This is an optimization exercise on Yosys and OpenROAD, whose aim is small area, a short achievable clock period and few clock cycles, not a production implementation. For this run, only the layout was checked, not whether the RTL still works. No activity file was given, so power comes from the tool's default toggle rates.

`flow/run.sh`:
```
#!/bin/bash
# synth_recipe.tcl (not shown) runs the flow's synth.tcl, then flattens the netlist and writes it again
# the make line also repeats each setting of config.mk as NAME=value (left out here)
make -C /OpenROAD-flow-scripts/flow DESIGN_CONFIG=/design/flow/config.mk WORK_HOME=/design/flow/orfs CLKGATE_MAP_FILE= SYNTH_SCRIPT=/design/flow/synth_recipe.tcl finish
```
`flow/config.mk`:
```
export PLATFORM = sky130hd
export DESIGN_NAME = qm_top
export DESIGN_NICKNAME = qm_top
export VERILOG_FILES = /design/flow/design.v
export SDC_FILE = /design/flow/constraint.sdc
export NUM_CORES = 8
export LEC_CHECK = 0
export CAP_MARGIN = 30
export CORE_MARGIN = 2
export CORE_UTILIZATION = 40
export SLEW_MARGIN = 20
```
`flow/constraint.sdc`:
```
create_clock -name core_clock -period 12.0 [get_ports {clk}]
set_input_delay 2.4000 -clock core_clock [delete_from_list [all_inputs] [get_ports {clk}]]
set_output_delay 2.4000 -clock core_clock [all_outputs]
set_load 0.01 [all_outputs]
```
`flow/design.v`:
```
`timescale 1ns/1ps
module qm_merge_engine (
    input  logic [31:0] f,        
    output logic [31:0] row_nz,   
    input  logic [31:0] row_oh,   
    output logic [31:0] row,      
    input  logic [4:0]  cmask,    
    input  logic [4:0]  cval,
    output logic        ess       
);
    wire t1 = f[0] & f[1];
    wire t2 = f[2] & f[3];
    wire t3 = f[4] & f[5];
    wire t4 = f[6] & f[7];
    wire t5 = f[8] & f[9];
    wire t6 = f[10] & f[11];
    wire t7 = f[12] & f[13];
    wire t8 = f[14] & f[15];
    wire t9 = f[16] & f[17];
    wire t10 = f[18] & f[19];
    wire t11 = f[20] & f[21];
    wire t12 = f[22] & f[23];
    wire t13 = f[24] & f[25];
    wire t14 = f[26] & f[27];
    wire t15 = f[28] & f[29];
    wire t16 = f[30] & f[31];
    wire t17 = f[0] & f[2];
    wire t18 = f[1] & f[3];
    wire t19 = f[4] & f[6];
    wire t20 = f[5] & f[7];
    wire t21 = f[8] & f[10];
    wire t22 = f[9] & f[11];
    wire t23 = f[12] & f[14];
    wire t24 = f[13] & f[15];
    wire t25 = f[16] & f[18];
    wire t26 = f[17] & f[19];
    wire t27 = f[20] & f[22];
    wire t28 = f[21] & f[23];
    wire t29 = f[24] & f[26];
    wire t30 = f[25] & f[27];
    wire t31 = f[28] & f[30];
    wire t32 = f[29] & f[31];
    wire t33 = t17 & t18;
    wire t34 = t19 & t20;
    wire t35 = t21 & t22;
    wire t36 = t23 & t24;
    wire t37 = t25 & t26;
    wire t38 = t27 & t28;
    wire t39 = t29 & t30;
    wire t40 = t31 & t32;
    wire t41 = f[0] & f[4];
    wire t42 = f[1] & f[5];
    wire t43 = f[2] & f[6];
    wire t44 = f[3] & f[7];
    wire t45 = f[8] & f[12];
    wire t46 = f[9] & f[13];
    wire t47 = f[10] & f[14];
    wire t48 = f[11] & f[15];
    wire t49 = f[16] & f[20];
    wire t50 = f[17] & f[21];
    wire t51 = f[18] & f[22];
    wire t52 = f[19] & f[23];
    wire t53 = f[24] & f[28];
    wire t54 = f[25] & f[29];
    wire t55 = f[26] & f[30];
    wire t56 = f[27] & f[31];
    wire t57 = t41 & t42;
    wire t58 = t43 & t44;
    wire t59 = t45 & t46;
    wire t60 = t47 & t48;
    wire t61 = t49 & t50;
    wire t62 = t51 & t52;
    wire t63 = t53 & t54;
    wire t64 = t55 & t56;
    wire t65 = t41 & t43;
    wire t66 = t42 & t44;
    wire t67 = t45 & t47;
    wire t68 = t46 & t48;
    wire t69 = t49 & t51;
    wire t70 = t50 & t52;
    wire t71 = t53 & t55;
    wire t72 = t54 & t56;
    wire t73 = t65 & t66;
    wire t74 = t67 & t68;
    wire t75 = t69 & t70;
    wire t76 = t71 & t72;
    wire t77 = f[0] & f[8];
    wire t78 = f[1] & f[9];
    wire t79 = f[2] & f[10];
    wire t80 = f[3] & f[11];
    wire t81 = f[4] & f[12];
    wire t82 = f[5] & f[13];
    wire t83 = f[6] & f[14];
    wire t84 = f[7] & f[15];
    wire t85 = f[16] & f[24];
    wire t86 = f[17] & f[25];
    wire t87 = f[18] & f[26];
    wire t88 = f[19] & f[27];
    wire t89 = f[20] & f[28];
    wire t90 = f[21] & f[29];
    wire t91 = f[22] & f[30];
    wire t92 = f[23] & f[31];
    wire t93 = t77 & t78;
    wire t94 = t79 & t80;
    wire t95 = t81 & t82;
    wire t96 = t83 & t84;
    wire t97 = t85 & t86;
    wire t98 = t87 & t88;
    wire t99 = t89 & t90;
    wire t100 = t91 & t92;
    wire t101 = t77 & t79;
    wire t102 = t78 & t80;
    wire t103 = t81 & t83;
    wire t104 = t82 & t84;
    wire t105 = t85 & t87;
    wire t106 = t86 & t88;
    wire t107 = t89 & t91;
    wire t108 = t90 & t92;
    wire t109 = t101 & t102;
    wire t110 = t103 & t104;
    wire t111 = t105 & t106;
    wire t112 = t107 & t108;
    wire t113 = t77 & t81;
    wire t114 = t78 & t82;
    wire t115 = t79 & t83;
    wire t116 = t80 & t84;
    wire t117 = t85 & t89;
    wire t118 = t86 & t90;
    wire t119 = t87 & t91;
    wire t120 = t88 & t92;
    wire t121 = t113 & t114;
    wire t122 = t115 & t116;
    wire t123 = t117 & t118;
    wire t124 = t119 & t120;
    wire t125 = t113 & t115;
    wire t126 = t114 & t116;
    wire t127 = t117 & t119;
    wire t128 = t118 & t120;
    wire t129 = t125 & t126;
    wire t130 = t127 & t128;
    wire t131 = f[0] & f[16];
    wire t132 = f[1] & f[17];
    wire t133 = f[2] & f[18];
    wire t134 = f[3] & f[19];
    wire t135 = f[4] & f[20];
    wire t136 = f[5] & f[21];
    wire t137 = f[6] & f[22];
    wire t138 = f[7] & f[23];
    wire t139 = f[8] & f[24];
    wire t140 = f[9] & f[25];
    wire t141 = f[10] & f[26];
    wire t142 = f[11] & f[27];
    wire t143 = f[12] & f[28];
    wire t144 = f[13] & f[29];
    wire t145 = f[14] & f[30];
    wire t146 = f[15] & f[31];
    wire t147 = t131 & t132;
    wire t148 = t133 & t134;
    wire t149 = t135 & t136;
    wire t150 = t137 & t138;
    wire t151 = t139 & t140;
    wire t152 = t141 & t142;
    wire t153 = t143 & t144;
    wire t154 = t145 & t146;
    wire t155 = t131 & t133;
    wire t156 = t132 & t134;
    wire t157 = t135 & t137;
    wire t158 = t136 & t138;
    wire t159 = t139 & t141;
    wire t160 = t140 & t142;
    wire t161 = t143 & t145;
    wire t162 = t144 & t146;
    wire t163 = t155 & t156;
    wire t164 = t157 & t158;
    wire t165 = t159 & t160;
    wire t166 = t161 & t162;
    wire t167 = t131 & t135;
    wire t168 = t132 & t136;
    wire t169 = t133 & t137;
    wire t170 = t134 & t138;
    wire t171 = t139 & t143;
    wire t172 = t140 & t144;
    wire t173 = t141 & t145;
    wire t174 = t142 & t146;
    wire t175 = t167 & t168;
    wire t176 = t169 & t170;
    wire t177 = t171 & t172;
    wire t178 = t173 & t174;
    wire t179 = t167 & t169;
    wire t180 = t168 & t170;
    wire t181 = t171 & t173;
    wire t182 = t172 & t174;
    wire t183 = t179 & t180;
    wire t184 = t181 & t182;
    wire t185 = t131 & t139;
    wire t186 = t132 & t140;
    wire t187 = t133 & t141;
    wire t188 = t134 & t142;
    wire t189 = t135 & t143;
    wire t190 = t136 & t144;
    wire t191 = t137 & t145;
    wire t192 = t138 & t146;
    wire t193 = t185 & t186;
    wire t194 = t187 & t188;
    wire t195 = t189 & t190;
    wire t196 = t191 & t192;
    wire t197 = t185 & t187;
    wire t198 = t186 & t188;
    wire t199 = t189 & t191;
    wire t200 = t190 & t192;
    wire t201 = t197 & t198;
    wire t202 = t199 & t200;
    wire t203 = t185 & t189;
    wire t204 = t186 & t190;
    wire t205 = t187 & t191;
    wire t206 = t188 & t192;
    wire t207 = t203 & t204;
    wire t208 = t205 & t206;
    wire t209 = t203 & t205;
    wire t210 = t204 & t206;
    wire t211 = t209 & t210;
    wire t212 = f[0] & ~(t1 | t17 | t41 | t77 | t131);
    wire t213 = f[1] & ~(t1 | t18 | t42 | t78 | t132);
    wire t214 = f[2] & ~(t2 | t17 | t43 | t79 | t133);
    wire t215 = f[3] & ~(t2 | t18 | t44 | t80 | t134);
    wire t216 = f[4] & ~(t3 | t19 | t41 | t81 | t135);
    wire t217 = f[5] & ~(t3 | t20 | t42 | t82 | t136);
    wire t218 = f[6] & ~(t4 | t19 | t43 | t83 | t137);
    wire t219 = f[7] & ~(t4 | t20 | t44 | t84 | t138);
    wire t220 = f[8] & ~(t5 | t21 | t45 | t77 | t139);
    wire t221 = f[9] & ~(t5 | t22 | t46 | t78 | t140);
    wire t222 = f[10] & ~(t6 | t21 | t47 | t79 | t141);
    wire t223 = f[11] & ~(t6 | t22 | t48 | t80 | t142);
    wire t224 = f[12] & ~(t7 | t23 | t45 | t81 | t143);
    wire t225 = f[13] & ~(t7 | t24 | t46 | t82 | t144);
    wire t226 = f[14] & ~(t8 | t23 | t47 | t83 | t145);
    wire t227 = f[15] & ~(t8 | t24 | t48 | t84 | t146);
    wire t228 = f[16] & ~(t9 | t25 | t49 | t85 | t131);
    wire t229 = f[17] & ~(t9 | t26 | t50 | t86 | t132);
    wire t230 = f[18] & ~(t10 | t25 | t51 | t87 | t133);
    wire t231 = f[19] & ~(t10 | t26 | t52 | t88 | t134);
    wire t232 = f[20] & ~(t11 | t27 | t49 | t89 | t135);
    wire t233 = f[21] & ~(t11 | t28 | t50 | t90 | t136);
    wire t234 = f[22] & ~(t12 | t27 | t51 | t91 | t137);
    wire t235 = f[23] & ~(t12 | t28 | t52 | t92 | t138);
    wire t236 = f[24] & ~(t13 | t29 | t53 | t85 | t139);
    wire t237 = f[25] & ~(t13 | t30 | t54 | t86 | t140);
    wire t238 = f[26] & ~(t14 | t29 | t55 | t87 | t141);
    wire t239 = f[27] & ~(t14 | t30 | t56 | t88 | t142);
    wire t240 = f[28] & ~(t15 | t31 | t53 | t89 | t143);
    wire t241 = f[29] & ~(t15 | t32 | t54 | t90 | t144);
    wire t242 = f[30] & ~(t16 | t31 | t55 | t91 | t145);
    wire t243 = f[31] & ~(t16 | t32 | t56 | t92 | t146);
    wire t244 = t1 & ~(t33 | t57 | t93 | t147);
    wire t245 = t2 & ~(t33 | t58 | t94 | t148);
    wire t246 = t3 & ~(t34 | t57 | t95 | t149);
    wire t247 = t4 & ~(t34 | t58 | t96 | t150);
    wire t248 = t5 & ~(t35 | t59 | t93 | t151);
    wire t249 = t6 & ~(t35 | t60 | t94 | t152);
    wire t250 = t7 & ~(t36 | t59 | t95 | t153);
    wire t251 = t8 & ~(t36 | t60 | t96 | t154);
    wire t252 = t9 & ~(t37 | t61 | t97 | t147);
    wire t253 = t10 & ~(t37 | t62 | t98 | t148);
    wire t254 = t11 & ~(t38 | t61 | t99 | t149);
    wire t255 = t12 & ~(t38 | t62 | t100 | t150);
    wire t256 = t13 & ~(t39 | t63 | t97 | t151);
    wire t257 = t14 & ~(t39 | t64 | t98 | t152);
    wire t258 = t15 & ~(t40 | t63 | t99 | t153);
    wire t259 = t16 & ~(t40 | t64 | t100 | t154);
    wire t260 = t17 & ~(t33 | t65 | t101 | t155);
    wire t261 = t18 & ~(t33 | t66 | t102 | t156);
    wire t262 = t19 & ~(t34 | t65 | t103 | t157);
    wire t263 = t20 & ~(t34 | t66 | t104 | t158);
    wire t264 = t21 & ~(t35 | t67 | t101 | t159);
    wire t265 = t22 & ~(t35 | t68 | t102 | t160);
    wire t266 = t23 & ~(t36 | t67 | t103 | t161);
    wire t267 = t24 & ~(t36 | t68 | t104 | t162);
    wire t268 = t25 & ~(t37 | t69 | t105 | t155);
    wire t269 = t26 & ~(t37 | t70 | t106 | t156);
    wire t270 = t27 & ~(t38 | t69 | t107 | t157);
    wire t271 = t28 & ~(t38 | t70 | t108 | t158);
    wire t272 = t29 & ~(t39 | t71 | t105 | t159);
    wire t273 = t30 & ~(t39 | t72 | t106 | t160);
    wire t274 = t31 & ~(t40 | t71 | t107 | t161);
    wire t275 = t32 & ~(t40 | t72 | t108 | t162);
    wire t276 = t33 & ~(t73 | t109 | t163);
    wire t277 = t34 & ~(t73 | t110 | t164);
    wire t278 = t35 & ~(t74 | t109 | t165);
    wire t279 = t36 & ~(t74 | t110 | t166);
    wire t280 = t37 & ~(t75 | t111 | t163);
    wire t281 = t38 & ~(t75 | t112 | t164);
    wire t282 = t39 & ~(t76 | t111 | t165);
    wire t283 = t40 & ~(t76 | t112 | t166);
    wire t284 = t41 & ~(t57 | t65 | t113 | t167);
    wire t285 = t42 & ~(t57 | t66 | t114 | t168);
    wire t286 = t43 & ~(t58 | t65 | t115 | t169);
    wire t287 = t44 & ~(t58 | t66 | t116 | t170);
    wire t288 = t45 & ~(t59 | t67 | t113 | t171);
    wire t289 = t46 & ~(t59 | t68 | t114 | t172);
    wire t290 = t47 & ~(t60 | t67 | t115 | t173);
    wire t291 = t48 & ~(t60 | t68 | t116 | t174);
    wire t292 = t49 & ~(t61 | t69 | t117 | t167);
    wire t293 = t50 & ~(t61 | t70 | t118 | t168);
    wire t294 = t51 & ~(t62 | t69 | t119 | t169);
    wire t295 = t52 & ~(t62 | t70 | t120 | t170);
    wire t296 = t53 & ~(t63 | t71 | t117 | t171);
    wire t297 = t54 & ~(t63 | t72 | t118 | t172);
    wire t298 = t55 & ~(t64 | t71 | t119 | t173);
    wire t299 = t56 & ~(t64 | t72 | t120 | t174);
    wire t300 = t57 & ~(t73 | t121 | t175);
    wire t301 = t58 & ~(t73 | t122 | t176);
    wire t302 = t59 & ~(t74 | t121 | t177);
    wire t303 = t60 & ~(t74 | t122 | t178);
    wire t304 = t61 & ~(t75 | t123 | t175);
    wire t305 = t62 & ~(t75 | t124 | t176);
    wire t306 = t63 & ~(t76 | t123 | t177);
    wire t307 = t64 & ~(t76 | t124 | t178);
    wire t308 = t65 & ~(t73 | t125 | t179);
    wire t309 = t66 & ~(t73 | t126 | t180);
    wire t310 = t67 & ~(t74 | t125 | t181);
    wire t311 = t68 & ~(t74 | t126 | t182);
    wire t312 = t69 & ~(t75 | t127 | t179);
    wire t313 = t70 & ~(t75 | t128 | t180);
    wire t314 = t71 & ~(t76 | t127 | t181);
    wire t315 = t72 & ~(t76 | t128 | t182);
    wire t316 = t73 & ~(t129 | t183);
    wire t317 = t74 & ~(t129 | t184);
    wire t318 = t75 & ~(t130 | t183);
    wire t319 = t76 & ~(t130 | t184);
    wire t320 = t77 & ~(t93 | t101 | t113 | t185);
    wire t321 = t78 & ~(t93 | t102 | t114 | t186);
    wire t322 = t79 & ~(t94 | t101 | t115 | t187);
    wire t323 = t80 & ~(t94 | t102 | t116 | t188);
    wire t324 = t81 & ~(t95 | t103 | t113 | t189);
    wire t325 = t82 & ~(t95 | t104 | t114 | t190);
    wire t326 = t83 & ~(t96 | t103 | t115 | t191);
    wire t327 = t84 & ~(t96 | t104 | t116 | t192);
    wire t328 = t85 & ~(t97 | t105 | t117 | t185);
    wire t329 = t86 & ~(t97 | t106 | t118 | t186);
    wire t330 = t87 & ~(t98 | t105 | t119 | t187);
    wire t331 = t88 & ~(t98 | t106 | t120 | t188);
    wire t332 = t89 & ~(t99 | t107 | t117 | t189);
    wire t333 = t90 & ~(t99 | t108 | t118 | t190);
    wire t334 = t91 & ~(t100 | t107 | t119 | t191);
    wire t335 = t92 & ~(t100 | t108 | t120 | t192);
    wire t336 = t93 & ~(t109 | t121 | t193);
    wire t337 = t94 & ~(t109 | t122 | t194);
    wire t338 = t95 & ~(t110 | t121 | t195);
    wire t339 = t96 & ~(t110 | t122 | t196);
    wire t340 = t97 & ~(t111 | t123 | t193);
    wire t341 = t98 & ~(t111 | t124 | t194);
    wire t342 = t99 & ~(t112 | t123 | t195);
    wire t343 = t100 & ~(t112 | t124 | t196);
    wire t344 = t101 & ~(t109 | t125 | t197);
    wire t345 = t102 & ~(t109 | t126 | t198);
    wire t346 = t103 & ~(t110 | t125 | t199);
    wire t347 = t104 & ~(t110 | t126 | t200);
    wire t348 = t105 & ~(t111 | t127 | t197);
    wire t349 = t106 & ~(t111 | t128 | t198);
    wire t350 = t107 & ~(t112 | t127 | t199);
    wire t351 = t108 & ~(t112 | t128 | t200);
    wire t352 = t109 & ~(t129 | t201);
    wire t353 = t110 & ~(t129 | t202);
    wire t354 = t111 & ~(t130 | t201);
    wire t355 = t112 & ~(t130 | t202);
    wire t356 = t113 & ~(t121 | t125 | t203);
    wire t357 = t114 & ~(t121 | t126 | t204);
    wire t358 = t115 & ~(t122 | t125 | t205);
    wire t359 = t116 & ~(t122 | t126 | t206);
    wire t360 = t117 & ~(t123 | t127 | t203);
    wire t361 = t118 & ~(t123 | t128 | t204);
    wire t362 = t119 & ~(t124 | t127 | t205);
    wire t363 = t120 & ~(t124 | t128 | t206);
    wire t364 = t121 & ~(t129 | t207);
    wire t365 = t122 & ~(t129 | t208);
    wire t366 = t123 & ~(t130 | t207);
    wire t367 = t124 & ~(t130 | t208);
    wire t368 = t125 & ~(t129 | t209);
    wire t369 = t126 & ~(t129 | t210);
    wire t370 = t127 & ~(t130 | t209);
    wire t371 = t128 & ~(t130 | t210);
    wire t372 = t129 & ~(t211);
    wire t373 = t130 & ~(t211);
    wire t374 = t131 & ~(t147 | t155 | t167 | t185);
    wire t375 = t132 & ~(t147 | t156 | t168 | t186);
    wire t376 = t133 & ~(t148 | t155 | t169 | t187);
    wire t377 = t134 & ~(t148 | t156 | t170 | t188);
    wire t378 = t135 & ~(t149 | t157 | t167 | t189);
    wire t379 = t136 & ~(t149 | t158 | t168 | t190);
    wire t380 = t137 & ~(t150 | t157 | t169 | t191);
    wire t381 = t138 & ~(t150 | t158 | t170 | t192);
    wire t382 = t139 & ~(t151 | t159 | t171 | t185);
    wire t383 = t140 & ~(t151 | t160 | t172 | t186);
    wire t384 = t141 & ~(t152 | t159 | t173 | t187);
    wire t385 = t142 & ~(t152 | t160 | t174 | t188);
    wire t386 = t143 & ~(t153 | t161 | t171 | t189);
    wire t387 = t144 & ~(t153 | t162 | t172 | t190);
    wire t388 = t145 & ~(t154 | t161 | t173 | t191);
    wire t389 = t146 & ~(t154 | t162 | t174 | t192);
    wire t390 = t147 & ~(t163 | t175 | t193);
    wire t391 = t148 & ~(t163 | t176 | t194);
    wire t392 = t149 & ~(t164 | t175 | t195);
    wire t393 = t150 & ~(t164 | t176 | t196);
    wire t394 = t151 & ~(t165 | t177 | t193);
    wire t395 = t152 & ~(t165 | t178 | t194);
    wire t396 = t153 & ~(t166 | t177 | t195);
    wire t397 = t154 & ~(t166 | t178 | t196);
    wire t398 = t155 & ~(t163 | t179 | t197);
    wire t399 = t156 & ~(t163 | t180 | t198);
    wire t400 = t157 & ~(t164 | t179 | t199);
    wire t401 = t158 & ~(t164 | t180 | t200);
    wire t402 = t159 & ~(t165 | t181 | t197);
    wire t403 = t160 & ~(t165 | t182 | t198);
    wire t404 = t161 & ~(t166 | t181 | t199);
    wire t405 = t162 & ~(t166 | t182 | t200);
    wire t406 = t163 & ~(t183 | t201);
    wire t407 = t164 & ~(t183 | t202);
    wire t408 = t165 & ~(t184 | t201);
    wire t409 = t166 & ~(t184 | t202);
    wire t410 = t167 & ~(t175 | t179 | t203);
    wire t411 = t168 & ~(t175 | t180 | t204);
    wire t412 = t169 & ~(t176 | t179 | t205);
    wire t413 = t170 & ~(t176 | t180 | t206);
    wire t414 = t171 & ~(t177 | t181 | t203);
    wire t415 = t172 & ~(t177 | t182 | t204);
    wire t416 = t173 & ~(t178 | t181 | t205);
    wire t417 = t174 & ~(t178 | t182 | t206);
    wire t418 = t175 & ~(t183 | t207);
    wire t419 = t176 & ~(t183 | t208);
    wire t420 = t177 & ~(t184 | t207);
    wire t421 = t178 & ~(t184 | t208);
    wire t422 = t179 & ~(t183 | t209);
    wire t423 = t180 & ~(t183 | t210);
    wire t424 = t181 & ~(t184 | t209);
    wire t425 = t182 & ~(t184 | t210);
    wire t426 = t183 & ~(t211);
    wire t427 = t184 & ~(t211);
    wire t428 = t185 & ~(t193 | t197 | t203);
    wire t429 = t186 & ~(t193 | t198 | t204);
    wire t430 = t187 & ~(t194 | t197 | t205);
    wire t431 = t188 & ~(t194 | t198 | t206);
    wire t432 = t189 & ~(t195 | t199 | t203);
    wire t433 = t190 & ~(t195 | t200 | t204);
    wire t434 = t191 & ~(t196 | t199 | t205);
    wire t435 = t192 & ~(t196 | t200 | t206);
    wire t436 = t193 & ~(t201 | t207);
    wire t437 = t194 & ~(t201 | t208);
    wire t438 = t195 & ~(t202 | t207);
    wire t439 = t196 & ~(t202 | t208);
    wire t440 = t197 & ~(t201 | t209);
    wire t441 = t198 & ~(t201 | t210);
    wire t442 = t199 & ~(t202 | t209);
    wire t443 = t200 & ~(t202 | t210);
    wire t444 = t201 & ~(t211);
    wire t445 = t202 & ~(t211);
    wire t446 = t203 & ~(t207 | t209);
    wire t447 = t204 & ~(t207 | t210);
    wire t448 = t205 & ~(t208 | t209);
    wire t449 = t206 & ~(t208 | t210);
    wire t450 = t207 & ~(t211);
    wire t451 = t208 & ~(t211);
    wire t452 = t209 & ~(t211);
    wire t453 = t210 & ~(t211);
    assign row_nz[0] = t212 | t213 | t214 | t215 | t216 | t217 | t218 | t219 | t220 | t221 | t222 | t223 | t224 | t225 | t226 | t227 | t228 | t229 | t230 | t231 | t232 | t233 | t234 | t235 | t236 | t237 | t238 | t239 | t240 | t241 | t242 | t243;
    assign row_nz[1] = t244 | t245 | t246 | t247 | t248 | t249 | t250 | t251 | t252 | t253 | t254 | t255 | t256 | t257 | t258 | t259;
    assign row_nz[2] = t260 | t261 | t262 | t263 | t264 | t265 | t266 | t267 | t268 | t269 | t270 | t271 | t272 | t273 | t274 | t275;
    assign row_nz[3] = t276 | t277 | t278 | t279 | t280 | t281 | t282 | t283;
    assign row_nz[4] = t284 | t285 | t286 | t287 | t288 | t289 | t290 | t291 | t292 | t293 | t294 | t295 | t296 | t297 | t298 | t299;
    assign row_nz[5] = t300 | t301 | t302 | t303 | t304 | t305 | t306 | t307;
    assign row_nz[6] = t308 | t309 | t310 | t311 | t312 | t313 | t314 | t315;
    assign row_nz[7] = t316 | t317 | t318 | t319;
    assign row_nz[8] = t320 | t321 | t322 | t323 | t324 | t325 | t326 | t327 | t328 | t329 | t330 | t331 | t332 | t333 | t334 | t335;
    assign row_nz[9] = t336 | t337 | t338 | t339 | t340 | t341 | t342 | t343;
    assign row_nz[10] = t344 | t345 | t346 | t347 | t348 | t349 | t350 | t351;
    assign row_nz[11] = t352 | t353 | t354 | t355;
    assign row_nz[12] = t356 | t357 | t358 | t359 | t360 | t361 | t362 | t363;
    assign row_nz[13] = t364 | t365 | t366 | t367;
    assign row_nz[14] = t368 | t369 | t370 | t371;
    assign row_nz[15] = t372 | t373;
    assign row_nz[16] = t374 | t375 | t376 | t377 | t378 | t379 | t380 | t381 | t382 | t383 | t384 | t385 | t386 | t387 | t388 | t389;
    assign row_nz[17] = t390 | t391 | t392 | t393 | t394 | t395 | t396 | t397;
    assign row_nz[18] = t398 | t399 | t400 | t401 | t402 | t403 | t404 | t405;
    assign row_nz[19] = t406 | t407 | t408 | t409;
    assign row_nz[20] = t410 | t411 | t412 | t413 | t414 | t415 | t416 | t417;
    assign row_nz[21] = t418 | t419 | t420 | t421;
    assign row_nz[22] = t422 | t423 | t424 | t425;
    assign row_nz[23] = t426 | t427;
    assign row_nz[24] = t428 | t429 | t430 | t431 | t432 | t433 | t434 | t435;
    assign row_nz[25] = t436 | t437 | t438 | t439;
    assign row_nz[26] = t440 | t441 | t442 | t443;
    assign row_nz[27] = t444 | t445;
    assign row_nz[28] = t446 | t447 | t448 | t449;
    assign row_nz[29] = t450 | t451;
    assign row_nz[30] = t452 | t453;
    assign row_nz[31] = t211;
    assign row[0] = (row_oh[0] & t212) | (row_oh[1] & t244) | (row_oh[2] & t260) | (row_oh[3] & t276) | (row_oh[4] & t284) | (row_oh[5] & t300) | (row_oh[6] & t308) | (row_oh[7] & t316) | (row_oh[8] & t320) | (row_oh[9] & t336) | (row_oh[10] & t344) | (row_oh[11] & t352) | (row_oh[12] & t356) | (row_oh[13] & t364) | (row_oh[14] & t368) | (row_oh[15] & t372) | (row_oh[16] & t374) | (row_oh[17] & t390) | (row_oh[18] & t398) | (row_oh[19] & t406) | (row_oh[20] & t410) | (row_oh[21] & t418) | (row_oh[22] & t422) | (row_oh[23] & t426) | (row_oh[24] & t428) | (row_oh[25] & t436) | (row_oh[26] & t440) | (row_oh[27] & t444) | (row_oh[28] & t446) | (row_oh[29] & t450) | (row_oh[30] & t452) | (row_oh[31] & t211);
    assign row[1] = (row_oh[0] & t213) | (row_oh[2] & t261) | (row_oh[4] & t285) | (row_oh[6] & t309) | (row_oh[8] & t321) | (row_oh[10] & t345) | (row_oh[12] & t357) | (row_oh[14] & t369) | (row_oh[16] & t375) | (row_oh[18] & t399) | (row_oh[20] & t411) | (row_oh[22] & t423) | (row_oh[24] & t429) | (row_oh[26] & t441) | (row_oh[28] & t447) | (row_oh[30] & t453);
    assign row[2] = (row_oh[0] & t214) | (row_oh[1] & t245) | (row_oh[4] & t286) | (row_oh[5] & t301) | (row_oh[8] & t322) | (row_oh[9] & t337) | (row_oh[12] & t358) | (row_oh[13] & t365) | (row_oh[16] & t376) | (row_oh[17] & t391) | (row_oh[20] & t412) | (row_oh[21] & t419) | (row_oh[24] & t430) | (row_oh[25] & t437) | (row_oh[28] & t448) | (row_oh[29] & t451);
    assign row[3] = (row_oh[0] & t215) | (row_oh[4] & t287) | (row_oh[8] & t323) | (row_oh[12] & t359) | (row_oh[16] & t377) | (row_oh[20] & t413) | (row_oh[24] & t431) | (row_oh[28] & t449);
    assign row[4] = (row_oh[0] & t216) | (row_oh[1] & t246) | (row_oh[2] & t262) | (row_oh[3] & t277) | (row_oh[8] & t324) | (row_oh[9] & t338) | (row_oh[10] & t346) | (row_oh[11] & t353) | (row_oh[16] & t378) | (row_oh[17] & t392) | (row_oh[18] & t400) | (row_oh[19] & t407) | (row_oh[24] & t432) | (row_oh[25] & t438) | (row_oh[26] & t442) | (row_oh[27] & t445);
    assign row[5] = (row_oh[0] & t217) | (row_oh[2] & t263) | (row_oh[8] & t325) | (row_oh[10] & t347) | (row_oh[16] & t379) | (row_oh[18] & t401) | (row_oh[24] & t433) | (row_oh[26] & t443);
    assign row[6] = (row_oh[0] & t218) | (row_oh[1] & t247) | (row_oh[8] & t326) | (row_oh[9] & t339) | (row_oh[16] & t380) | (row_oh[17] & t393) | (row_oh[24] & t434) | (row_oh[25] & t439);
    assign row[7] = (row_oh[0] & t219) | (row_oh[8] & t327) | (row_oh[16] & t381) | (row_oh[24] & t435);
    assign row[8] = (row_oh[0] & t220) | (row_oh[1] & t248) | (row_oh[2] & t264) | (row_oh[3] & t278) | (row_oh[4] & t288) | (row_oh[5] & t302) | (row_oh[6] & t310) | (row_oh[7] & t317) | (row_oh[16] & t382) | (row_oh[17] & t394) | (row_oh[18] & t402) | (row_oh[19] & t408) | (row_oh[20] & t414) | (row_oh[21] & t420) | (row_oh[22] & t424) | (row_oh[23] & t427);
    assign row[9] = (row_oh[0] & t221) | (row_oh[2] & t265) | (row_oh[4] & t289) | (row_oh[6] & t311) | (row_oh[16] & t383) | (row_oh[18] & t403) | (row_oh[20] & t415) | (row_oh[22] & t425);
    assign row[10] = (row_oh[0] & t222) | (row_oh[1] & t249) | (row_oh[4] & t290) | (row_oh[5] & t303) | (row_oh[16] & t384) | (row_oh[17] & t395) | (row_oh[20] & t416) | (row_oh[21] & t421);
    assign row[11] = (row_oh[0] & t223) | (row_oh[4] & t291) | (row_oh[16] & t385) | (row_oh[20] & t417);
    assign row[12] = (row_oh[0] & t224) | (row_oh[1] & t250) | (row_oh[2] & t266) | (row_oh[3] & t279) | (row_oh[16] & t386) | (row_oh[17] & t396) | (row_oh[18] & t404) | (row_oh[19] & t409);
    assign row[13] = (row_oh[0] & t225) | (row_oh[2] & t267) | (row_oh[16] & t387) | (row_oh[18] & t405);
    assign row[14] = (row_oh[0] & t226) | (row_oh[1] & t251) | (row_oh[16] & t388) | (row_oh[17] & t397);
    assign row[15] = (row_oh[0] & t227) | (row_oh[16] & t389);
    assign row[16] = (row_oh[0] & t228) | (row_oh[1] & t252) | (row_oh[2] & t268) | (row_oh[3] & t280) | (row_oh[4] & t292) | (row_oh[5] & t304) | (row_oh[6] & t312) | (row_oh[7] & t318) | (row_oh[8] & t328) | (row_oh[9] & t340) | (row_oh[10] & t348) | (row_oh[11] & t354) | (row_oh[12] & t360) | (row_oh[13] & t366) | (row_oh[14] & t370) | (row_oh[15] & t373);
    assign row[17] = (row_oh[0] & t229) | (row_oh[2] & t269) | (row_oh[4] & t293) | (row_oh[6] & t313) | (row_oh[8] & t329) | (row_oh[10] & t349) | (row_oh[12] & t361) | (row_oh[14] & t371);
    assign row[18] = (row_oh[0] & t230) | (row_oh[1] & t253) | (row_oh[4] & t294) | (row_oh[5] & t305) | (row_oh[8] & t330) | (row_oh[9] & t341) | (row_oh[12] & t362) | (row_oh[13] & t367);
    assign row[19] = (row_oh[0] & t231) | (row_oh[4] & t295) | (row_oh[8] & t331) | (row_oh[12] & t363);
    assign row[20] = (row_oh[0] & t232) | (row_oh[1] & t254) | (row_oh[2] & t270) | (row_oh[3] & t281) | (row_oh[8] & t332) | (row_oh[9] & t342) | (row_oh[10] & t350) | (row_oh[11] & t355);
    assign row[21] = (row_oh[0] & t233) | (row_oh[2] & t271) | (row_oh[8] & t333) | (row_oh[10] & t351);
    assign row[22] = (row_oh[0] & t234) | (row_oh[1] & t255) | (row_oh[8] & t334) | (row_oh[9] & t343);
    assign row[23] = (row_oh[0] & t235) | (row_oh[8] & t335);
    assign row[24] = (row_oh[0] & t236) | (row_oh[1] & t256) | (row_oh[2] & t272) | (row_oh[3] & t282) | (row_oh[4] & t296) | (row_oh[5] & t306) | (row_oh[6] & t314) | (row_oh[7] & t319);
    assign row[25] = (row_oh[0] & t237) | (row_oh[2] & t273) | (row_oh[4] & t297) | (row_oh[6] & t315);
    assign row[26] = (row_oh[0] & t238) | (row_oh[1] & t257) | (row_oh[4] & t298) | (row_oh[5] & t307);
    assign row[27] = (row_oh[0] & t239) | (row_oh[4] & t299);
    assign row[28] = (row_oh[0] & t240) | (row_oh[1] & t258) | (row_oh[2] & t274) | (row_oh[3] & t283);
    assign row[29] = (row_oh[0] & t241) | (row_oh[2] & t275);
    assign row[30] = (row_oh[0] & t242) | (row_oh[1] & t259);
    assign row[31] = (row_oh[0] & t243);
    assign ess = ((cmask[0] | (~cval[0] & ~f[1])) & (cmask[1] | (~cval[1] & ~f[2])) & (cmask[2] | (~cval[2] & ~f[4])) & (cmask[3] | (~cval[3] & ~f[8])) & (cmask[4] | (~cval[4] & ~f[16]))) |
        ((cmask[0] | (cval[0] & ~f[0])) & (cmask[1] | (~cval[1] & ~f[3])) & (cmask[2] | (~cval[2] & ~f[5])) & (cmask[3] | (~cval[3] & ~f[9])) & (cmask[4] | (~cval[4] & ~f[17]))) |
        ((cmask[0] | (~cval[0] & ~f[3])) & (cmask[1] | (cval[1] & ~f[0])) & (cmask[2] | (~cval[2] & ~f[6])) & (cmask[3] | (~cval[3] & ~f[10])) & (cmask[4] | (~cval[4] & ~f[18]))) |
        ((cmask[0] | (cval[0] & ~f[2])) & (cmask[1] | (cval[1] & ~f[1])) & (cmask[2] | (~cval[2] & ~f[7])) & (cmask[3] | (~cval[3] & ~f[11])) & (cmask[4] | (~cval[4] & ~f[19]))) |
        ((cmask[0] | (~cval[0] & ~f[5])) & (cmask[1] | (~cval[1] & ~f[6])) & (cmask[2] | (cval[2] & ~f[0])) & (cmask[3] | (~cval[3] & ~f[12])) & (cmask[4] | (~cval[4] & ~f[20]))) |
        ((cmask[0] | (cval[0] & ~f[4])) & (cmask[1] | (~cval[1] & ~f[7])) & (cmask[2] | (cval[2] & ~f[1])) & (cmask[3] | (~cval[3] & ~f[13])) & (cmask[4] | (~cval[4] & ~f[21]))) |
        ((cmask[0] | (~cval[0] & ~f[7])) & (cmask[1] | (cval[1] & ~f[4])) & (cmask[2] | (cval[2] & ~f[2])) & (cmask[3] | (~cval[3] & ~f[14])) & (cmask[4] | (~cval[4] & ~f[22]))) |
        ((cmask[0] | (cval[0] & ~f[6])) & (cmask[1] | (cval[1] & ~f[5])) & (cmask[2] | (cval[2] & ~f[3])) & (cmask[3] | (~cval[3] & ~f[15])) & (cmask[4] | (~cval[4] & ~f[23]))) |
        ((cmask[0] | (~cval[0] & ~f[9])) & (cmask[1] | (~cval[1] & ~f[10])) & (cmask[2] | (~cval[2] & ~f[12])) & (cmask[3] | (cval[3] & ~f[0])) & (cmask[4] | (~cval[4] & ~f[24]))) |
        ((cmask[0] | (cval[0] & ~f[8])) & (cmask[1] | (~cval[1] & ~f[11])) & (cmask[2] | (~cval[2] & ~f[13])) & (cmask[3] | (cval[3] & ~f[1])) & (cmask[4] | (~cval[4] & ~f[25]))) |
        ((cmask[0] | (~cval[0] & ~f[11])) & (cmask[1] | (cval[1] & ~f[8])) & (cmask[2] | (~cval[2] & ~f[14])) & (cmask[3] | (cval[3] & ~f[2])) & (cmask[4] | (~cval[4] & ~f[26]))) |
        ((cmask[0] | (cval[0] & ~f[10])) & (cmask[1] | (cval[1] & ~f[9])) & (cmask[2] | (~cval[2] & ~f[15])) & (cmask[3] | (cval[3] & ~f[3])) & (cmask[4] | (~cval[4] & ~f[27]))) |
        ((cmask[0] | (~cval[0] & ~f[13])) & (cmask[1] | (~cval[1] & ~f[14])) & (cmask[2] | (cval[2] & ~f[8])) & (cmask[3] | (cval[3] & ~f[4])) & (cmask[4] | (~cval[4] & ~f[28]))) |
        ((cmask[0] | (cval[0] & ~f[12])) & (cmask[1] | (~cval[1] & ~f[15])) & (cmask[2] | (cval[2] & ~f[9])) & (cmask[3] | (cval[3] & ~f[5])) & (cmask[4] | (~cval[4] & ~f[29]))) |
        ((cmask[0] | (~cval[0] & ~f[15])) & (cmask[1] | (cval[1] & ~f[12])) & (cmask[2] | (cval[2] & ~f[10])) & (cmask[3] | (cval[3] & ~f[6])) & (cmask[4] | (~cval[4] & ~f[30]))) |
        ((cmask[0] | (cval[0] & ~f[14])) & (cmask[1] | (cval[1] & ~f[13])) & (cmask[2] | (cval[2] & ~f[11])) & (cmask[3] | (cval[3] & ~f[7])) & (cmask[4] | (~cval[4] & ~f[31]))) |
        ((cmask[0] | (~cval[0] & ~f[17])) & (cmask[1] | (~cval[1] & ~f[18])) & (cmask[2] | (~cval[2] & ~f[20])) & (cmask[3] | (~cval[3] & ~f[24])) & (cmask[4] | (cval[4] & ~f[0]))) |
        ((cmask[0] | (cval[0] & ~f[16])) & (cmask[1] | (~cval[1] & ~f[19])) & (cmask[2] | (~cval[2] & ~f[21])) & (cmask[3] | (~cval[3] & ~f[25])) & (cmask[4] | (cval[4] & ~f[1]))) |
        ((cmask[0] | (~cval[0] & ~f[19])) & (cmask[1] | (cval[1] & ~f[16])) & (cmask[2] | (~cval[2] & ~f[22])) & (cmask[3] | (~cval[3] & ~f[26])) & (cmask[4] | (cval[4] & ~f[2]))) |
        ((cmask[0] | (cval[0] & ~f[18])) & (cmask[1] | (cval[1] & ~f[17])) & (cmask[2] | (~cval[2] & ~f[23])) & (cmask[3] | (~cval[3] & ~f[27])) & (cmask[4] | (cval[4] & ~f[3]))) |
        ((cmask[0] | (~cval[0] & ~f[21])) & (cmask[1] | (~cval[1] & ~f[22])) & (cmask[2] | (cval[2] & ~f[16])) & (cmask[3] | (~cval[3] & ~f[28])) & (cmask[4] | (cval[4] & ~f[4]))) |
        ((cmask[0] | (cval[0] & ~f[20])) & (cmask[1] | (~cval[1] & ~f[23])) & (cmask[2] | (cval[2] & ~f[17])) & (cmask[3] | (~cval[3] & ~f[29])) & (cmask[4] | (cval[4] & ~f[5]))) |
        ((cmask[0] | (~cval[0] & ~f[23])) & (cmask[1] | (cval[1] & ~f[20])) & (cmask[2] | (cval[2] & ~f[18])) & (cmask[3] | (~cval[3] & ~f[30])) & (cmask[4] | (cval[4] & ~f[6]))) |
        ((cmask[0] | (cval[0] & ~f[22])) & (cmask[1] | (cval[1] & ~f[21])) & (cmask[2] | (cval[2] & ~f[19])) & (cmask[3] | (~cval[3] & ~f[31])) & (cmask[4] | (cval[4] & ~f[7]))) |
        ((cmask[0] | (~cval[0] & ~f[25])) & (cmask[1] | (~cval[1] & ~f[26])) & (cmask[2] | (~cval[2] & ~f[28])) & (cmask[3] | (cval[3] & ~f[16])) & (cmask[4] | (cval[4] & ~f[8]))) |
        ((cmask[0] | (cval[0] & ~f[24])) & (cmask[1] | (~cval[1] & ~f[27])) & (cmask[2] | (~cval[2] & ~f[29])) & (cmask[3] | (cval[3] & ~f[17])) & (cmask[4] | (cval[4] & ~f[9]))) |
        ((cmask[0] | (~cval[0] & ~f[27])) & (cmask[1] | (cval[1] & ~f[24])) & (cmask[2] | (~cval[2] & ~f[30])) & (cmask[3] | (cval[3] & ~f[18])) & (cmask[4] | (cval[4] & ~f[10]))) |
        ((cmask[0] | (cval[0] & ~f[26])) & (cmask[1] | (cval[1] & ~f[25])) & (cmask[2] | (~cval[2] & ~f[31])) & (cmask[3] | (cval[3] & ~f[19])) & (cmask[4] | (cval[4] & ~f[11]))) |
        ((cmask[0] | (~cval[0] & ~f[29])) & (cmask[1] | (~cval[1] & ~f[30])) & (cmask[2] | (cval[2] & ~f[24])) & (cmask[3] | (cval[3] & ~f[20])) & (cmask[4] | (cval[4] & ~f[12]))) |
        ((cmask[0] | (cval[0] & ~f[28])) & (cmask[1] | (~cval[1] & ~f[31])) & (cmask[2] | (cval[2] & ~f[25])) & (cmask[3] | (cval[3] & ~f[21])) & (cmask[4] | (cval[4] & ~f[13]))) |
        ((cmask[0] | (~cval[0] & ~f[31])) & (cmask[1] | (cval[1] & ~f[28])) & (cmask[2] | (cval[2] & ~f[26])) & (cmask[3] | (cval[3] & ~f[22])) & (cmask[4] | (cval[4] & ~f[14]))) |
        ((cmask[0] | (cval[0] & ~f[30])) & (cmask[1] | (cval[1] & ~f[29])) & (cmask[2] | (cval[2] & ~f[27])) & (cmask[3] | (cval[3] & ~f[23])) & (cmask[4] | (cval[4] & ~f[15])));
endmodule
`timescale 1ns/1ps
module qm_top (
    input  logic        clk,
    input  logic        rst_n,
    input  logic        psel,
    input  logic        penable,
    input  logic        pwrite,
    input  logic [11:0] paddr,
    input  logic [31:0] pwdata,
    output logic [31:0] prdata,
    output logic        pready,
    output logic        pslverr
);
    function automatic logic [31:0] lowest(input logic [31:0] x);
        logic seen;
        seen = 1'b0;
        for (int i = 0; i < 32; i++) begin
            lowest[i] = x[i] & ~seen;
            seen      = seen | x[i];
        end
    endfunction
    function automatic logic [4:0] enc(input logic [31:0] oh);
        enc = '0;
        for (int i = 0; i < 32; i++) begin
            if (oh[i]) enc = enc | 5'(i);
        end
    endfunction
    logic setup, access;
    logic a_onset, a_ctrl, a_status, a_result, mapped;
    logic [4:0] k;
    assign setup    = psel & ~penable;
    assign access   = psel & penable;
    assign a_onset  = (paddr == 12'h000);
    assign a_ctrl   = (paddr == 12'h004);
    assign a_status = (paddr == 12'h008);
    assign a_result = (paddr[11:7] == 5'b00010) && (paddr[1:0] == 2'b00);
    assign mapped   = a_onset | a_ctrl | a_status | a_result;
    assign k        = paddr[6:2];
    logic [31:0] onset, spec, run_onset;
    logic        busy, busy_q, pend, done;
    logic        chg;
    logic [1:0]  stab;
    logic        prep_ok;
    assign spec = (psel && pwrite && a_onset) ? pwdata : onset;
    assign chg  = ~busy & ((setup & pwrite & a_onset) | busy_q);
    always_ff @(posedge clk) begin
        if (!rst_n) begin
            onset <= '0;
        end else if (access && pwrite && a_onset) begin
            onset <= pwdata;
        end
        if (!busy) begin
            run_onset <= spec;
        end
    end
    logic [31:0] row_nz_c, nz_q;      
    logic [31:0] rowbits;             
    logic [4:0]  mcur;                
    logic [31:0] gt_row, src, src_oh, row_c;
    logic [31:0] v_oh, rest;
    logic [4:0]  v;
    logic        ess;
    logic        prepping;
    logic        start_now, step, first, ins, last, any;
    logic [5:0]  prime_cnt, ess_cnt, pc_base, ec_base;
    logic [4:0]  age;
    qm_merge_engine i_engine (
        .f      (run_onset),
        .row_nz (row_nz_c),
        .row_oh (src_oh),
        .row    (row_c),
        .cmask  (mcur),
        .cval   (v),
        .ess    (ess)
    );
    always_comb begin
        for (int m = 0; m < 32; m++) gt_row[m] = (5'(m) > mcur);
    end
    assign prepping = (~busy | pend) & ~prep_ok;
    assign src    = nz_q & (prepping ? 32'hFFFF_FFFF : gt_row);
    assign src_oh = lowest(src);
    assign v_oh = lowest(rowbits);
    assign v    = enc(v_oh);
    assign rest = rowbits & ~v_oh;
    assign any  = |rowbits;
    assign last = (rest == '0) && (src == '0);
    assign start_now = access & pwrite & a_ctrl & pwdata[0] & ~busy;
    assign step      = (start_now & prep_ok) | (busy & ~pend) | (pend & prep_ok);
    assign first     = step & ~(busy & ~pend);
    assign ins       = step & any;
    assign pc_base = first ? 6'd0 : prime_cnt;
    assign ec_base = first ? 6'd0 : ess_cnt;
    always_ff @(posedge clk) begin
        nz_q <= row_nz_c;
        if (step) begin
            if (rest == '0) begin
                rowbits <= row_c;
                mcur    <= enc(src_oh);
            end else begin
                rowbits <= rest;
            end
        end else if (prepping) begin
            rowbits <= row_c;
            mcur    <= enc(src_oh);
        end
        age <= (first & ins) ? 5'd0 : age + 5'd1;
    end
    always_ff @(posedge clk) begin
        if (!rst_n) begin
            busy      <= 1'b0;
            busy_q    <= 1'b0;
            pend      <= 1'b0;
            done      <= 1'b0;
            stab      <= 2'd0;
            prime_cnt <= '0;
            ess_cnt   <= '0;
        end else begin
            busy_q <= busy;
            if ((!busy || pend) && !chg) begin
                stab <= (stab == 2'd2) ? 2'd2 : stab + 2'd1;
            end else begin
                stab <= 2'd0;
            end
            if (start_now) begin
                busy <= 1'b1;
                done <= 1'b0;
                pend <= ~prep_ok;
            end
            if (step) begin
                prime_cnt <= pc_base + {5'd0, ins};
                ess_cnt   <= ec_base + {5'd0, ins & ess};
                pend      <= 1'b0;
                if (!any || last) begin
                    busy <= 1'b0;
                    done <= 1'b1;
                end else begin
                    busy <= 1'b1;
                    done <= 1'b0;
                end
            end
        end
    end
    assign prep_ok = (stab == 2'd2);
    logic [10:0] ring [32];
    always_ff @(posedge clk) begin
        ring[0] <= ins ? {ess, mcur, v} : ring[31];
        for (int j = 1; j < 32; j++) begin
            ring[j] <= ring[j-1];
        end
    end
    logic [31:0] rd_q;
    logic        err_q;
    logic [10:0] rword;
    logic [31:0] rd_word;
    assign rword = ring[5'(age - k)];
    always_comb begin
        rd_word = '0;
        if (a_onset) rd_word = onset;
        if (a_status) rd_word = {10'd0, ess_cnt, 2'd0, prime_cnt, 6'd0, done, busy};
        if (a_result && ({1'b0, k} < prime_cnt))
            rd_word = {15'd0, rword[10], 3'd0, rword[9:5], 3'd0, rword[4:0]};
    end
    always_ff @(posedge clk) begin
        rd_q  <= pwrite ? 32'd0 : rd_word;
        err_q <= ~mapped | (pwrite & (a_status | a_result));
    end
    assign prdata  = rd_q;
    assign pready  = 1'b1;
    assign pslverr = err_q;
endmodule
```
==> impl_results.md <==
* Layout Skew at about 70 ps
* Clk latency of the worst-skew pair at between 600 and 700 ps
* Most frequent cell after synthesis: dfxtp_1
* Worst-Margin Slew at 1230 ps
* # clock sinks at 541
* Gpl congestion at 1.10
* Leak at between 0.01 and 0.015 uW
* Die width at around 260 um
* Status: complete, no violations
* Antenna violations before repair at 3
* Hold slack final at between 200 and 300 ps
* Post-Place Cells at between 3000 and 4000
* Hold crit path type: flop to flop
* Tot GR Track Use at 0.411
* Vias in the first global route at approximately 27000
* Final #Nets at between 3000 and 4000
* Wire per inst at 34.9 um
* Core ar. at around 0.063 mm^2
* Main area contributors after synthesis: dfxtp_1, edfxtp_1, nand2_1, nor2_1, a22oi_1
* Vias at around 28000
* Post-Syn Area at approximately 0.025 mm^2
* Root Buffer: clkbuf_16
* Clock Tree Buf Depth at 3
* Ports at between 80 and 90
* First-pass GRT wire length at ~200000 um
* Cell variety after synth at 100
* WL final at around 140000 um
* Setup Fix Bufs, Post-CTS at 0
* Starting DRT DRC Count at around 4500
* Sequential share of the synthesized area at 0.452
* Crit Path Max Fanout at 13
* Max Slew Vio Count at 0
* Starting Density at 0.404
* Antenna Violating Nets Remaining at 0
* Reg clk slew, reported paths at roughly 70 ps
* Die area at approximately 0.066 mm^2
* #FFs+latches synth at between 500 and 600
* Worst vdd ir at 0.153 mV
* Post-CTS Hold Buffers at 0
* Layout cell share with drive strength beyond 1 at 0.0914
* Synth top cells by count: dfxtp_1, nand2_1, nor2_1, clkbuf_1, nand4_1
* Area grow syn2layout at 15.5%
* CTS Buf Count at 54
* Synthesized Nets at a little over 3000
* Post-DP HPWL at slightly above 100000 um
* Die H at between 200 and 300 um
* Worst Path Required at 12510 ps
* Post-cts resize count at 0
* Highest clock rate at ~0.16 GHz
* Minimum clock period at approximately 6000 ps
* Fillers at 6264
* Area occupied by multi-input gates at ~0.013 mm^2
* Post-layout total power at around 4600 uW
* YS warnings at 2
* Global route total overflow at 0
* Largest net degree at the start of global routing at 60
* Synth Area per Inst at 8.39 um^2
* CTS tree: done
* Pwr/cell area at ~160 mW/mm^2
* Startpoint types: flop
* Reg area at 0.0115 mm^2
* Max cap viols at 0
* Main synth FF type: dfxtp_1
* Row cnt at 92
* Pre-Repair DR Iteration Count at 10
* Buffers added on ports at 81
* EDFF count, synth at ~70
* TNS Setup at 0 ps
* RSZ-0062 raised after global routing: false
* # DRC at 0
* Asr flop ratio synth at 0
* Final period utilization at 0.506
* Final instance area at a little under 0.03 mm^2
* H-tree depth at 2
* Cells after Synth at about 3000
* Final std cells w/o fill at around 4000
* Worst setup EP type: flop
* Final Setup Violations at 0
* Yosys top cell by area: dfxtp_1
* Routed vias/inst at approximately 7
* Dpl cell area at approximately 0.028 mm^2
* Final Hold Viols at 0
* Relative slew slack at 0.183
* Setup Crit Path Kind: flop to flop
* Synth top area share at 0.371
* Critical Path AT at between 6000 and 7000 ps
power breakdown:
| part | leakage [uW] | internal, uW | switching, uW |
|---|---|---|---|
| Sequential | 0.00463 | 1860 | 33.8 |
| Clock | 0.000883 | 945 | 780 |
| Combinational | 0.00504 | 312 | 697 |
| Total | 0.0106 | 3110 | 1510 |
cell families after synthesis:
logic type | Yosys count | share of synthesized area
flops | 541 | 0.452
mux | 16 | 0.00633
fa+ha+maj | 22 | 0.0107
simple gates | 1432 | 0.280
other cells | 1 | 0.000147
xor+xnor | 14 | 0.00481
compound gates | 760 | 0.207
buf+inv | 250 | 0.0388
registers in the layout, indices dropped and copies added (netlist names), 6 cells and up:
name,cells
ess_cnt,6
nz_q,32
onset,32
prime_cnt,6
rd_q,32
ring,352
rowbits,32
run_onset,32
placed cells by master (no fill, tap or decap), types with 39 or more instances in the layout:
master / count
nor4_1: 90
nand4_1: 156
and2_1: 39
edfxtp_1: 69
nor3_1: 97
a22oi_1: 145
nand3_1: 95
o21ai_0: 122
nand2_1: 462
nor2_1: 299
buf_4: 126
o22ai_1: 56
clkdlybuf4s50_1: 81
clkbuf_16: 54
dfxtp_1: 472
a21oi_1: 121
inv_1: 50
a21boi_0: 41
final timing paths:
| path | startpoint | to | slack (ps) | depth (start not counted) |
|---|---|---|---|---|
| min | ring[10][10] | ring[11][10] | 290 | 0 |
| max reg2reg | rowbits[8] | ess_cnt[4] | 5930 | 16 |
| max | rowbits[8] | ess_cnt[4] | 5930 | 16 |
| min reg2reg | ring[10][10] | ring[11][10] | 290 | 0 |
routing by layer:
metal  global-route usage  vias up  part of all wire
met5                    0        -           0.00044
met4                0.314        8             0.094
met3               0.0961      698              0.11
met2                0.629     2213              0.43
met1                0.501    13300              0.37
li1                     -    11600                 -
per-stage QoR:
stage | setup WS (ps) | utilization
2_1_floorplan | 6620 | -
3_3_place_gp | 5480 | 0.437
3_5_place_dp | 5620 | 0.438
4_1_cts | 5700 | 0.467
5_1_grt | 5720 | 0.467
6_report | 5930 | 0.467
cell type report:
cell class / instances / share of cell area
multi-input cells: 2245 / 0.444
inverters: 53 / 0.00676
repair buffers: 212 / 0.0609
diodes: 2 / 0.000170
clock buffers: 71 / 0.0498
clock inverters: 28 / 0.0115
flip-flops and latches: 541 / 0.391
well taps: 846 / 0.0359
worst max-delay path, cell delays in order (launching register included):
cell	delay (ps)
edfxtp_1	490
nor4_1	690
nand3_1	470
o32a_1	740
a31oi_2	690
or4_1	230
nand4_1	190
a222oi_1	470
nand4_1	190
a2111oi_2	660
a21oi_1	170
ha_1	250
ha_1	220
nand3_1	110
nor2_1	50
o21ai_0	190
a31oi_1	80

==> afterwards: timing with drivers on the ports <==
How much do the figures lean on ideal ports? The routed layout below was timed once more, with nothing changed but the port constraints.
Step 1 assumes that a clkbuf_16 drives the clock port and a buf_2 every other input.
Step 2 also shifts input and output timing later by t, the mid clock arrival at the registers, as if the neighbouring blocks saw the same clock.
a / b / c = no drivers / after step 1 / after step 2; a / b = the first two.
shift t [ns]: 0.687
setup WS [ns]: 5.931 / 5.931 / 5.449
pins driven straight from the clock port: 1
After both steps setup and hold are still met in this run. The setup slack of this run moves by 0.000 ns with the drivers and by -0.482 ns with both steps.
